Source: an optimization exercise on an open RTL-to-GDS flow (aim: small area and a short achievable clock period). Production flows keep margins and buffers that such runs may drop.
RTL that was checked went through simulation tests only; none was proved equivalent to the original.
Power and IR drop assume default switching activity.

run B:
## raw_to_rgb_top
module raw_to_rgb_top
(
    input  logic       clk,
    input  logic       rst_n,
    input  logic       vsync,
    input  logic       href,
    input  logic       hsync,
    input  logic [1:0] mirror,
    input  demosaic_pkg::pixel_t     raw,
    output logic       post_vsync,
    output logic       post_href,
    output logic       post_hsync,
    output demosaic_pkg::pixel_t     red,
    output demosaic_pkg::pixel_t     green,
    output demosaic_pkg::pixel_t     blue
);
For scale: about 2600 cells after synthesis, ~1200 flip-flops, about 42 I/O pins, roughly 0.043 sq mm of cells after synthesis.
export LEC_CHECK = 0
export ABC_AREA = 1
export CAP_MARGIN = 20
export CORE_MARGIN = 2
export CORE_UTILIZATION = 65
export CTS_CLUSTER_DIAMETER = 60
export CTS_CLUSTER_SIZE = 24
export PLACE_DENSITY = 0.75
export SETUP_SLACK_MARGIN = 4.7
export SLEW_MARGIN = 20
create_clock -name core_clock -period 7.5 [get_ports {clk}]
run.sh (not shown) runs the stock make flow with config.mk's settings and CLKGATE_MAP_FILE= SYNTH_SCRIPT=/design/flow/synth_recipe.tcl, a recipe that flattens the netlist after the stock synthesis.
What run D does differently from run B at the input level:
# run B
export LEC_CHECK = 0
export ABC_AREA = 1
export CAP_MARGIN = 20
export CORE_MARGIN = 2
export CORE_UTILIZATION = 65
export CTS_CLUSTER_DIAMETER = 60
export CTS_CLUSTER_SIZE = 24
export PLACE_DENSITY = 0.75
export SETUP_SLACK_MARGIN = 4.7
export SLEW_MARGIN = 20
create_clock -name core_clock -period 7.5 [get_ports {clk}]
# run D
export LEC_CHECK = 0
export CAP_MARGIN = 20
export CORE_MARGIN = 2
export CORE_UTILIZATION = 65
export CTS_CLUSTER_DIAMETER = 60
export CTS_CLUSTER_SIZE = 24
export PLACE_DENSITY = 0.75
export SETUP_SLACK_MARGIN = 4.7
export SLEW_MARGIN = 20
create_clock -name core_clock -period 7.5 [get_ports {clk}]
Results
No stage failed in run D, and the final checks on the layout all came back clean.
Cmp run D vs run B: number of distinct library cell variants in the gate-level netlist after synthesis higher in run D
Summary of run D over run B: cell area fell about 1.3%; count of standard-cell rows fell 1; internal power rose about 3%.
Footprint of the flip-flops and latches delta (run D -> run B): insignificant
met2 routed wirelength ends up lower on run D.
Against run B as the reference, run D delivers a higher detailed-routing iteration count for the pre-antenna-repair pass.
A highest metal layer with signal wires of met5 is what run B shows, while met4 belongs to run D.
Function was not checked in any run of this note: the RTL went through the layout flow alone.


run 1:
Another version of the RTL of raw_to_rgb_top (not shown whole).
Size: roughly 1,200 flip-flops, ~43,000 sq um of cells after synthesis.
Settings: LEC_CHECK=0, CAP_MARGIN=20, CORE_MARGIN=2, CORE_UTILIZATION=65, CTS_CLUSTER_DIAMETER=60, CTS_CLUSTER_SIZE=30, PLACE_DENSITY=0.75, SETUP_SLACK_MARGIN=5.0, SLEW_MARGIN=20; clock period 7.5 ns.
What run 2 does differently from run 1 at the input level:
# run 1
export LEC_CHECK = 0
export CAP_MARGIN = 20
export CORE_MARGIN = 2
export CORE_UTILIZATION = 65
export CTS_CLUSTER_DIAMETER = 60
export CTS_CLUSTER_SIZE = 30
export PLACE_DENSITY = 0.75
export SETUP_SLACK_MARGIN = 5.0
export SLEW_MARGIN = 20
create_clock -name core_clock -period 7.5 [get_ports {clk}]
# run 2
export LEC_CHECK = 0
export CAP_MARGIN = 20
export CORE_MARGIN = 2
export CORE_UTILIZATION = 65
export CTS_BUF_LIST = sky130_fd_sc_hd__clkbuf_8
export CTS_CLUSTER_DIAMETER = 50
export CTS_CLUSTER_SIZE = 16
export PLACE_DENSITY = 0.75
export SETUP_SLACK_MARGIN = 5.0
export SLEW_MARGIN = 20
export TNS_END_PERCENT = 0
create_clock -name core_clock -period 7.5 [get_ports {clk}]
Findings:
Number of detailed-routing iterations run before antenna repair was lower in the run labelled run 1. Run 1 has a higher via count than run 2. Comparing sum of met3 wire segment lengths after detailed routing for run 1 and run 2, the bigger number came from run 1. Run 2 vs run 1: static leakage power down.
Modified inputs, run 3 compared to run 2
# run 2
export LEC_CHECK = 0
export CAP_MARGIN = 20
export CORE_MARGIN = 2
export CORE_UTILIZATION = 65
export CTS_BUF_LIST = sky130_fd_sc_hd__clkbuf_8
export CTS_CLUSTER_DIAMETER = 50
export CTS_CLUSTER_SIZE = 16
export PLACE_DENSITY = 0.75
export SETUP_SLACK_MARGIN = 5.0
export SLEW_MARGIN = 20
export TNS_END_PERCENT = 0
create_clock -name core_clock -period 7.5 [get_ports {clk}]
# run 3
export LEC_CHECK = 0
export CAP_MARGIN = 20
export CORE_MARGIN = 2
export CORE_UTILIZATION = 65
export CTS_CLUSTER_DIAMETER = 60
export CTS_CLUSTER_SIZE = 24
export PLACE_DENSITY = 0.75
export SETUP_SLACK_MARGIN = 5.0
export SLEW_MARGIN = 20
create_clock -name core_clock -period 7.5 [get_ports {clk}]
## What came out
Run 3 against run 2: via density per instance grew by about 2%; flop-to-flop setup slack grew by 0.12 ns; count of clock-buffer cells in the layout shrank by about 10%. Per the comparison of run 3 with run 2, share of power burned in the clock network +0.3 points; detailed route wirelength on metal3 -1.2%.
Edits applied to the flow inputs when going from run 3 to run 4:
# run 3
export LEC_CHECK = 0
export CAP_MARGIN = 20
export CORE_MARGIN = 2
export CORE_UTILIZATION = 65
export CTS_CLUSTER_DIAMETER = 60
export CTS_CLUSTER_SIZE = 24
export PLACE_DENSITY = 0.75
export SETUP_SLACK_MARGIN = 5.0
export SLEW_MARGIN = 20
create_clock -name core_clock -period 7.5 [get_ports {clk}]
# run 4
export LEC_CHECK = 0
export CAP_MARGIN = 20
export CORE_MARGIN = 2
export CORE_UTILIZATION = 70
export CTS_CLUSTER_DIAMETER = 60
export CTS_CLUSTER_SIZE = 24
export PLACE_DENSITY = 0.8
export SETUP_SLACK_MARGIN = 5.0
export SLEW_MARGIN = 20
create_clock -name core_clock -period 7.5 [get_ports {clk}]
- Every stage of the flow completed for run 4, and the final layout passed the timing, design-rule and antenna checks.
- | total power divided by cell area | run 3 vs run 4 | ≈ equal |
- [run 4] worst hold margin fell 0.013 ns relative to run 3
- Relative to run 3, final critical-path required period has increased by 0.056 ns in run 4.
- Between run 3 and run 4, the difference in total cell area at the placement stage is negligible.
- Delta (run 4 minus run 3): routed wire length went up by about 5%, setup slack of the critical path after layout went down by 0.056 ns, number of buffers outside the clock class in the layout went down by 3.1%.
- There was hardly any difference in sequential-cell power consumption between run 3 and run 4.

[what the ideal ports hide]
The flow's constraints put no driver on any port. The routed layouts listed below were extracted and timed again, unchanged, in two steps.
Step 1: set_driving_cell puts a clkbuf_16 on clk and a buf_2 on each other input, an assumption about the parent block.
Step 2 times the ports against the registers' clock, not the clock port: input delays grow and output delays shrink by t, the midpoint of the rising clock arrivals with the driver on.
Slacks: no drivers / after step 1 / after step 2; pairs: no drivers / after step 1.
run | t, ns | slack for setup (ns) | worst setup path at the end | latest minus earliest clock arrival (ns)
run B | 0.682 | 4.351 / 4.351 / 4.351 | register to register | 0.035 / 0.035
run D | 0.678 | 4.381 / 4.381 / 4.381 | register to register | 0.030 / 0.030
run 1 | 0.714 | 4.830 / 4.768 / 4.415 | input to register | 0.038 / 0.038
run 2 | 0.770 | 4.766 / 4.720 / 4.102 | input to register | 0.038 / 0.039
run 3 | 0.685 | 4.873 / 4.810 / 4.443 | input to register | 0.031 / 0.031
run 4 | 0.691 | 4.817 / 4.790 / 4.479 | input to register | 0.026 / 0.026
After both steps every run listed still meets setup and hold. The setup slack of run 2, which loses most, moves by -0.046 ns with the drivers and by -0.664 ns with both steps.
